This is an optimization exercise on Yosys and OpenROAD, whose aim is small area, a short achievable clock period and few clock cycles per item, not a production implementation. Function was checked by simulation only, so behaviour that the tests miss may differ from the original.

## flow/standard.sh

```bash
#!/bin/bash
# synth_recipe.tcl (not shown) runs the flow's synth.tcl, then flattens the netlist and writes it again
# the make line also repeats each setting of config.mk as NAME=value (left out here)
make -C /OpenROAD-flow-scripts/flow DESIGN_CONFIG=/design/flow/config.mk WORK_HOME=/design/flow/orfs CLKGATE_MAP_FILE= SYNTH_SCRIPT=/design/flow/synth_recipe.tcl "${@:-finish}"
```

## flow/config.mk

```make
export PLATFORM = sky130hd
export DESIGN_NAME = inv_top
export DESIGN_NICKNAME = inv_top
export VERILOG_FILES = /design/flow/design.v
export SDC_FILE = /design/flow/constraint.sdc
export NUM_CORES = 4
export LEC_CHECK = 0
export CAP_MARGIN = 20
export CORE_MARGIN = 2
export CORE_UTILIZATION = 60
export CTS_BUF_LIST = sky130_fd_sc_hd__clkbuf_4 sky130_fd_sc_hd__clkbuf_8
export PLACE_DENSITY = 0.75
export SETUP_SLACK_MARGIN = 1.0
export SLEW_MARGIN = 20
```

## flow/design.v

```verilog
package inv_pkg;
  typedef logic [32-1:0] modulus_t;
  typedef logic [32:0]   operand_t;    
  typedef logic [7-1:0]   count_t;
  typedef struct packed {
    operand_t u;
    operand_t v;
    operand_t r;
    operand_t s;
  } operands_t;
  typedef struct packed {
    operand_t x;
    operand_t y;
  } addsub_in_t;
  typedef enum logic [1:0] {
    SUB_U_V, SUB_V_U, SUB_R_P, SUB_P_R
  } sub_op_e;
  typedef enum logic [2:0] {
    UPD_HOLD, UPD_U_EVEN, UPD_V_EVEN, UPD_U_GT, UPD_V_GE, UPD_R_DIFF
  } upd_e;
  typedef enum logic [2:0] {
    IDLE, LOAD, STEP, WAIT_UNITS, RELEASE, REDUCE, FINAL, DONE
  } ctrl_state_e;
endpackage
`timescale 1ns/1ps
module inv_prefix #(
  parameter int W    = 32,
  parameter int KIND = 0
) (
  input  logic [W-1:0] g,
  input  logic [W-1:0] p,
  output logic [W-1:0] G,
  output logic [W-1:0] P
);
  always_comb begin
    logic [W-1:0] Gq, Pq;
    G = g;
    P = p;
    if (KIND == 1) begin
      for (int l = 0; (1 << l) < W; l++) begin
        Gq = G;
        Pq = P;
        for (int i = W - 1; i >= (1 << l); i--) begin
          G[i] = Gq[i] | (Pq[i] & Gq[i - (1 << l)]);
          P[i] = Pq[i] & Pq[i - (1 << l)];
        end
      end
    end else if (KIND == 2) begin
      for (int l = 0; (1 << l) < W; l++)
        for (int i = (2 << l) - 1; i < W; i += (2 << l)) begin
          G[i] = G[i] | (P[i] & G[i - (1 << l)]);
          P[i] = P[i] & P[i - (1 << l)];
        end
      for (int l = 8; l >= 0; l--)
        if ((1 << l) < W)
          for (int i = 3 * (1 << l) - 1; i < W; i += (2 << l)) begin
            G[i] = G[i] | (P[i] & G[i - (1 << l)]);
            P[i] = P[i] & P[i - (1 << l)];
          end
    end else begin
      for (int l = 0; (1 << l) < W; l++) begin
        for (int i = W - 1; i >= 0; i--) begin
          if (i[l]) begin
            int j;
            j = ((i >> l) << l) - 1;
            G[i] = G[i] | (P[i] & G[j]);
            P[i] = P[i] & P[j];
          end
        end
      end
    end
  end
endmodule
module inv_top (
  input  logic        clk,
  input  logic        reset_n,
  input  logic        req,
  input  logic [31:0] p,
  input  logic [31:0] a,
  output logic        ack,
  output logic [31:0] inv,
  output logic [6:0]  k
);
  localparam int ME = 2;            
  localparam int MS = 2;            
  localparam int DK = 0;            
  localparam int SK = 0;            
  logic [31:0] uu, v, r, s;
  logic        busy, fin, ack_q;
  logic [30:0] x, y, dg, dp, dG, dP, d;
  logic        gt;
  assign x  = uu[31:1];
  assign y  = v[31:1];
  assign dg = x & ~y;
  assign dp = ~(x ^ y);
  inv_prefix #(.W(31), .KIND(DK)) u_dpfx (.g(dg), .p(dp), .G(dG), .P(dP));
  assign gt = dG[30];
  assign d  = dp ^ {dG[29:0], 1'b0};                      
  wire   term = dP[30];                                   
  logic [31:0] sg, sp, sG, sP, sum;
  logic        sco;
  assign sg  = r & s;
  assign sp  = r ^ s;
  inv_prefix #(.W(32), .KIND(SK)) u_spfx (.g(sg), .p(sp), .G(sG), .P(sP));
  assign sum = sp ^ {sG[30:0] | (sP[30:0] & {31{fin}}), fin};
  assign sco = sG[31] | (sP[31] & fin);
  function automatic logic [ME:0] tz1e(input logic [ME:0] z);
    tz1e = '0;
    tz1e[ME] = 1'b1;
    for (int i = ME - 1; i >= 0; i--)
      if (z[i + 1]) tz1e = (ME + 1)'(1) << i;
  endfunction
  function automatic logic [MS:0] tz1s(input logic [MS:0] z);
    tz1s = '0;
    tz1s[MS] = 1'b1;
    for (int i = MS - 1; i >= 0; i--)
      if (z[i + 1]) tz1s = (MS + 1)'(1) << i;
  endfunction
  wire       run = busy & ~fin;
  wire       eu  = run & uu[0];                           
  wire       ev  = run & ~uu[0] & ~v[0];
  wire       bo  = run & ~uu[0] & v[0];                   
  wire [ME:0] hu = tz1e(~uu[ME:0]) & {(ME+1){eu}};
  wire [ME:0] hv = tz1e(v[ME:0]) & {(ME+1){ev}};
  wire [MS:0] hd = tz1s({~dp[MS-1:0], 1'b0}) & {(MS+1){bo}};  
  wire       ugt = bo & gt;
  wire       vgt = bo & ~gt;
  wire       last = bo & term;
  logic [31:0] uu_n, v_n, r_n, s_n;
  logic [6:0]  k_inc;
  always_comb begin
    uu_n = (eu | ugt) ? '0 : uu;
    v_n  = (ev | vgt) ? '0 : v;
    s_n  = (eu | (bo & ~term)) ? '0 : s;
    r_n  = (ev | (bo & ~term) | fin) ? '0 : (r ^ {32{last}});
    k_inc = '0;
    for (int j = 0; j <= ME; j++) begin
      if (hu[j]) begin
        uu_n = uu_n | (uu >> (j + 1));
        s_n  = s_n | (s << (j + 1));
      end
      if (hv[j]) begin
        v_n = v_n | (v >> (j + 1));
        r_n = r_n | (r << (j + 1));
      end
      if (hu[j] | hv[j]) k_inc = k_inc | 7'(j + 1);
    end
    for (int j = 0; j <= MS; j++) begin
      if (hd[j] & gt) begin
        uu_n = uu_n | ({1'b0, d} >> j);
        s_n  = s_n | (s << (j + 1));
      end
      if (hd[j] & ~gt) v_n = v_n | ({1'b0, ~d} >> j);
      if (hd[j] & ~gt & ~term) r_n = r_n | (r << (j + 1));
      if (hd[j]) k_inc = k_inc | 7'(j + 1);
    end
    if (ugt | (fin & sco)) r_n = r_n | sum;
    if (vgt & ~term) s_n = s_n | sum;
    if (fin & ~sco) r_n = r_n | (s << 1);
  end
  always_ff @(posedge clk or negedge reset_n) begin
    if (!reset_n) begin
      busy  <= 1'b0;
      fin   <= 1'b0;
      ack_q <= 1'b0;
    end else begin
      if (ack_q && !req) ack_q <= 1'b0;
      if (!busy && !ack_q && req) busy <= 1'b1;
      if (last) fin <= 1'b1;
      if (fin) begin
        fin   <= 1'b0;
        busy  <= 1'b0;
        ack_q <= 1'b1;
      end
    end
  end
  always_ff @(posedge clk) begin
    if (!busy) begin
      uu <= {p[31:1], 1'b0};                              
      v  <= a;
      s  <= 32'd1;
      if (!ack_q) begin
        r <= '0;
        k <= '0;
      end
    end else begin
      uu <= uu_n;
      v  <= v_n;
      s  <= s_n;
      r  <= r_n;
      k  <= last ? k + 1'b1 : k + k_inc;
    end
  end
  assign ack = ack_q;
  assign inv = r;
endmodule
```

## flow/constraint.sdc

```tcl
create_clock -name core_clock -period 4.5 [get_ports {clk}]
set_input_delay 0.9000 -clock core_clock [delete_from_list [all_inputs] [get_ports {clk}]]
set_output_delay 0.9000 -clock core_clock [all_outputs]
set_load 0.01 [all_outputs]
```

## flow/flow/run.sh

```bash
#!/bin/bash
# The standard layout (the standard.sh, all ORFS steps), except that the
# input and output port buffers are made from the smallest buffer cell.
# The full output of the run goes to standard.log; ORFS's own per-step logs
# are under orfs/logs.
set -euo pipefail
export BUFFER_PORTS_ARGS="-buffer_cell sky130_fd_sc_hd__buf_1"
bash standard.sh finish > standard.log 2>&1
```

==> results.ini, run 1 <==
[logic_synthesis]
netlist_instances=1422
synth.distinct_cells=76
synth-edff-count=41
yosysTopAreaCellShare_pct=16.3
syn_area_sq_mm=0.0115
synthFlopType=dfxtp_1
syn_avg_cell_area_sq_um=8.12
synth_area_leader_cell=dfxtp_1
ys_ff_latch=138
yosysSeqAreaShare_pct=27.6
yosysWarnings=3
synth_area_leaders=dfxtp_1 (16%), edfxtp_1 (11%), ha_1 (7.0%)
synth_nets=1561
ys_async_sr_fraction_pct=2.17

[sta]
max_freq_mhz=294
fin_crit_ns=3.40
setup_violations=0
finalCritPeriodShare_pct=75.6
relSlewSlack_pct=34.9
worst_pin_slew_ns=0.973
rsz0062_at_grt=true
tns_ns=0
hold_viol_final=0
slew_violations=0
clock_skew_ns=0.0181

[grt]
grt_pass1_wl_microns=59500
grt.overflow.total=0
grt_pass1_vias=11787
grt_max_degree=60
grtUsageTotal_pct=36.2
grt_antenna_before_repair=0

[floorplanning]
initial_core_util_pct=61.5
core_sq_mm=0.0188
die_w_microns=143
dieHeight_microns=143
die_area_sq_mm=0.0204
num_rows=50
io_pins=107

[clocking]
cts-hold-fix-buffers=0
clock_latency_ns=0.48
clock_path_buffers=2
cts_tree=done
cts_buffers=17
cts_root_buffer=clkbuf_8
clkTransAtPathRegs_ns=0.09
cts_htree_levels=4
clkSinkCount=138

[detailed_routing]
drt_pass1_iterations=10
ant_nets=0
drc_errors=0
wl_microns=38100
dr_total_vias=12541
routed_via_density=7.16
wl_per_cell_microns=21.8
drtIter0Drc=1493

[worst_setup_path]
reg2reg_setup_slack_ns=1.10
startpoint_type=flip-flop
cp.arrival_ns=3.79
cpMostUsedCell=a221o_1
required_ns=4.88
timing.rr.end=v[19]
cp_num_cells=11
cp_max_fo=10
critical_path_class=reg -> reg
slowest_delay_ns=0.45
rr_worst_depth=11
crit_chain=inv_1, ha_1, a21oi_1, o21ai_2, a221oi_4, a21boi_4, or2_4, a211o_4, a221o_1, a221o_1, o22a_1
endpoint_kind=flip-flop
critPathTopFamily=compound AO/OA/AOI/OAI gates
timing.rr.start=v[12]
cpMaxStageDelayCell=a221oi_4
critPathBufInv=1

[placement]
dpl.hpwl_microns=24300
gp_congestion=0.938
dp.cells=1692
port_buffers=105

[flow_run]
drv_cap=0

[cells_and_area]
layout_commonest_cell=nand2_1
diodes=0
n_fill_cell=1627
drive_gt1_share_pct=10.4
finalNonFillerCells=1751
synthToLayoutAreaGrowth_pct=11.6
final_cell_mix=nand2_1 (192), nor2_1 (123), a21oi_1 (108), buf_1 (105), dfxtp_1 (92)
final_nets=1643

[hold_path]
hold_path_class=in -> async

[outcome]
status=no timing/DRC/antenna violations

-- flip-flops by register name, indices dropped and copies added, names as in the netlist --
signal / cells
r: 32
fin: 1
ack_q: 1
uu: 32
k: 7
busy: 1
v: 32
s: 32
-- layer usage --
metal | vias up | GRT usage, % | part of all wire [%]
met4 | 0 | 17.0 | 4.0
met1 | 5892 | 44.3 | 39
met5 | - | 0 | 0
li1 | 5687 | - | -
met3 | 144 | 7.41 | 9.6
met2 | 818 | 61.2 | 48
-- final cells by class --
type	count	area [sq um]	share of cell area [%]
Multi-Input combinational cell	1129	7940	61.6
Timing Repair Buffer	164	850	6.60
Sequential cell	138	3190	24.8
Clock inverter	10	115	0.894
Inverter	54	205	1.59
Clock buffer	22	284	2.21
Tap cell	234	293	2.27
-- cells in the mapped netlist, drive strengths merged (4+ instances only) --
master / n
a211oi: 9
a21o: 19
a21oi: 111
a221o: 58
a221oi: 83
a222oi: 49
a22oi: 29
a31oi: 26
a41oi: 13
and2: 6
and3: 10
buf: 29
clkbuf: 76
dfxtp: 94
edfxtp: 41
fa: 7
ha: 65
inv: 54
mux2: 4
mux2i: 8
nand2: 195
nand2b: 12
nand3: 11
nand4: 13
nor2: 128
nor2b: 8
nor3: 22
o211ai: 6
o21a: 13
o21ai: 62
o221ai: 11
o22a: 15
o22ai: 6
or2: 7
xnor2: 55
xor2: 21
-- worst max path at each step --
stage,startpoint,to
3_3_place_gp,v[1],v[19]
5_1_grt,v[19],r[22]
3_5_place_dp,v[1],v[19]
6_report,v[12],v[19]
2_1_floorplan,v[14],k[6]
4_1_cts,r[6],r[16]
-- worst register-to-register path, delay by kind of cell (launching register included) --
family / cells / cell delay, ns
adder cells (fa/ha/maj): 1 / 0.33
flip-flops: 1 / 0.42
buffers and inverters: 1 / 0.07
AO/OA/AOI/OAI: 8 / 2.16
AND/OR/NAND/NOR: 1 / 0.32
-- stage by stage --
| stage | area, sq um | hold slack (ns) | worst slack, ns | util (%) |
|---|---|---|---|---|
| 5_1_grt | 12900 | 0.262 | 0.969 | 68.6 |
| 4_1_cts | 12700 | 0.250 | 1.01 | 67.5 |
| 3_5_place_dp | 12100 | 0.533 | 0.584 | 64.5 |
| 6_report | 12900 | 0.282 | 1.10 | 68.6 |
| 2_1_floorplan | 11500 | 0.479 | 1.03 | - |
| 3_3_place_gp | 12100 | 0.521 | 0.613 | 64.5 |
-- logic make-up (layout without fill, tap and decap cells) --
logic type               after synthesis  count (layout)  share of synthesized area, %
AO/OA/AOI/OAI                        543             545                          35.8
XOR/XNOR                              76              76                          5.77
adder cells (fa/ha/maj)               72              72                          8.26
buffers and inverters                159             250                          5.71
flip-flops                           138             138                          27.6
multiplexers                          12              12                          1.08
AND/OR/NAND/NOR                      422             424                          15.8
-- repair_timing --
action | 4_1_cts | 5_1_grt
pin swaps | 5 | 3
setup endpoints to repair | 63 | 70
resized for setup | 9 | 25
gates cloned | 2 | 2
endpoints found under the hold margin | 0 | 0
setup buffers | 14 | 9
Testbench counts, summed over its fixed seeds: cycles 11,310, items 384.
==> run 2, diff against run 1 <==
--- a/flow/config.mk
+++ b/flow/config.mk
@@ -9,5 +9,3 @@
 export CORE_MARGIN = 2
-export CORE_UTILIZATION = 60
-export CTS_BUF_LIST = sky130_fd_sc_hd__clkbuf_4 sky130_fd_sc_hd__clkbuf_8
-export PLACE_DENSITY = 0.75
+export CORE_UTILIZATION = 40
 export SETUP_SLACK_MARGIN = 1.0
==> run 2 against run 1 <==
Against the previous run:
- maximum frequency up 0.65%
- critical endpoint is now r[30]
- synthesized cell count did not move
- global-route usage fell by 11 points
==> results.ini, run 2 <==
[outcome]
status=no timing/DRC/antenna violations

[grt]
grt_use_met2_pct=41.4  ; -20 points
grt_pass1_wl_microns=62400  ; +4.9%
use_met3_pct=3.88  ; -3.5 points
grt_use_met1_pct=33.7  ; -11 points
grt_max_degree=78  ; +30%
top_usage_layer=met2
grt.overflow.total=0  ; unchanged
grtUsageTotal_pct=25.4  ; -11 points
grt_antenna_before_repair=0  ; unchanged
grt_pass1_vias=11503  ; -2.4%

[hold_path]
hold_path_class=in -> async

[logic_synthesis]
yosysTopAreaCellShare_pct=16.3  ; unchanged
syn_avg_cell_area_sq_um=8.12  ; unchanged
syn_area_sq_mm=0.0115  ; unchanged
yosysSeqAreaShare_pct=27.6  ; unchanged
ys_ff_latch=138  ; unchanged
synth.distinct_cells=76  ; unchanged
synth_nets=1561  ; unchanged
ys_async_sr_fraction_pct=2.17  ; unchanged
yosysMostFrequentCell=nand2_1
synth_area_leaders=dfxtp_1 (16%), edfxtp_1 (11%), ha_1 (7.0%)
synth_area_leader_cell=dfxtp_1
synthFlopType=dfxtp_1
netlist_instances=1422  ; unchanged
synth-edff-count=41  ; unchanged
yosysWarnings=3  ; unchanged
synth_common_cells=nand2_1 (195), nor2_1 (127), a21oi_1 (109), dfxtp_1 (94), a221oi_1 (81)

[placement]
gp_congestion=0.868  ; -7.5%
port_buffers=105  ; unchanged
dpl.hpwl_microns=25700  ; +5.8%
place_area_sq_mm=0.0123  ; +1.4%

[clocking]
clock_latency_ns=0.44  ; -0.04 ns
cts_root_buffer=clkbuf_16
cts_buffers=17  ; unchanged
cts_tree=done
cts_htree_levels=4  ; unchanged
clkTransAtPathRegs_ns=0.07  ; -0.02 ns
clkSinkCount=138  ; unchanged
clock_path_buffers=2  ; unchanged

[floorplanning]
die_w_microns=174  ; +22%
dieHeight_microns=174  ; +22%
num_rows=62  ; +24%
io_pins=107  ; unchanged
die_area_sq_mm=0.0302  ; +48%
core_sq_mm=0.0285  ; +52%
initial_core_util_pct=40.4  ; -21 points

[sta]
max_freq_mhz=296  ; +0.65%
tns_ns=0  ; unchanged
setup_violations=0  ; unchanged
slew_violations=0  ; unchanged
worst_pin_slew_ns=0.994  ; +0.0210 ns
hold_viol_final=0  ; unchanged
rsz0062_at_grt=true
finalCritPeriodShare_pct=75.1  ; -0.49 points
relSlewSlack_pct=33.5  ; -1.4 points
fin_crit_ns=3.38  ; -0.0219 ns
clock_skew_ns=0.0128  ; -0.00535 ns

[worst_setup_path]
critical_path_class=reg -> reg
rr_worst_depth=13  ; +2
timing.rr.start=r[2]
slowest_delay_ns=0.43  ; -0.02 ns
timing.rr.end=r[30]
startpoint_type=flip-flop
endpoint_kind=flip-flop
cp.arrival_ns=3.52  ; -0.27 ns
crit_chain=ha_1, nand3_1, o22a_1, o21ai_4, a211oi_2, buf_4, o211ai_4, a311o_1, buf_6, nor2_4, buf_4, a211oi_1, o22ai_1
cp_max_fo=8  ; -2
cpMaxStageDelayCell=edfxtp_1
required_ns=4.64  ; -0.24 ns
cpMostUsedCell=buf_4
reg2reg_setup_slack_ns=1.12  ; +0.02 ns

[cells_and_area]
diodes=0  ; unchanged
final_cell_mix=nand2_1 (194), nor2_1 (123), a21oi_1 (108), buf_1 (105), dfxtp_1 (83)
layout_commonest_cell=nand2_1
final_nets=1650  ; +0.43%
synthToLayoutAreaGrowth_pct=15.3
drive_gt1_share_pct=11.7  ; +1.3 points
fin_area_sq_mm=0.0133  ; +3.4%

[detailed_routing]
drt_pass1_iterations=10  ; unchanged
drc_errors=0  ; unchanged
wl_per_cell_microns=20.5  ; -5.7%
dr_total_vias=12233  ; -2.5%
drtIter0Drc=1286  ; -14%
wl_microns=39200  ; +2.7%
routed_via_density=6.41  ; -10%
ant_nets=0  ; unchanged

[flow_run]
drv_cap=0  ; unchanged

run 2: cell count changes in the layout (fill, tap and decap cells not counted), sizes merged:
cell / previous run / this run
inv: 57 / 58
clkinv: 2 / 4
a211o: 5 / 3
clkinvlp: 3 / 2
bufinv: 2 / 1
buf: 164 / 173
clkbuf: 22 / 21
run 2: timing repair:
item,in CTS,in global routing
pin swaps,4,7
setup buffers,6,27
cloned,2,0
setup endpoints to repair,61,64
hold buffers,0,0
gates resized for setup,15,39
endpoints found under the hold margin,0,0
run 2: cell type report:
cell class | count | area (sq um)
multi-input cells | 1127 | 7940
clock inverters | 11 | 109
repair buffers | 173 | 912
fillers | 2899 | 15200
clock buffers | 21 | 460
well taps | 384 | 480
inverters | 54 | 206
flip-flops and latches | 138 | 3200
run 2: metal layers:
layer	wire (microns)	share of wire, %
met4	1200	3.1
met5	0	0
met1	17000	43
met3	2690	6.9
met2	18300	47
run 2: how the worst max path moves through the flow:
stage,end,start,cells after the start,slack (ns)
after floorplan,k[6],v[14],14,1.03
after global placement,r[12],r[4],10,0.60
after detailed placement,r[2],r[3],10,0.59
after CTS,r[18],v[18],13,1.01
after global routing,r[22],v[28],13,0.96
final,r[30],r[2],13,1.12
run 2: logic make-up (layout without fill, tap and decap cells):
kind of cell	Yosys count	after routing	share of synthesized area, %
and+or+nand+nor	422	424	15.8
adders and majority gates	72	72	8.26
xor gates and xnor gates	76	76	5.77
buffers and inverters	159	259	5.71
AOI/OAI and AO/OA	543	543	35.8
muxes	12	12	1.08
DFF	138	138	27.6
run 2: per-stage QoR:
step	hold slack, ns	std cells	setup WS [ns]	util (%)
after global placement	0.527	1841	0.600	43.0
after detailed placement	0.530	1841	0.593	43.0
after CTS	0.289	1881	1.01	45.4
final	0.310	1908	1.12	46.6
after floorplan	0.479	1422	1.03	-
after global routing	0.295	1908	0.963	46.6
run 2: critical path: cells and delay by family, from the launching register on:
kind / cells / cell delay, ns
compound gates: 7 / 1.56
flops: 1 / 0.43
buf+inv: 3 / 0.53
simple gates: 2 / 0.18
fa+ha+maj: 1 / 0.37

port drivers added, routing unchanged:
The flow's constraints put no driver on any port. The routed layouts listed below were extracted and timed again, unchanged, in two steps.
Step 1 assumes that a clkbuf_16 drives the clock port and a buf_2 every other input.
Step 2 adds t to the input delays and takes it off the output delays; t is the mean of the earliest and latest rising clock arrival at the registers after step 1. Input paths then give back, and output paths get back, about the clock's delay inside the block.
a / b / c = ideal ports / drivers / drivers and shift; a / b = the first two.
| run | shift t [ns] | setup slack, ns | worst hold slack (ns) | clock arrival spread, ns |
|---|---|---|---|---|
| run 1 | 0.519 | 1.098 / 1.098 / 1.098 | 0.282 / 0.260 / 0.547 | 0.018 / 0.018 |
| run 2 | 0.481 | 1.120 / 1.120 / 1.120 | 0.310 / 0.281 / 0.526 | 0.012 / 0.013 |
After both steps every run listed still meets setup and hold.
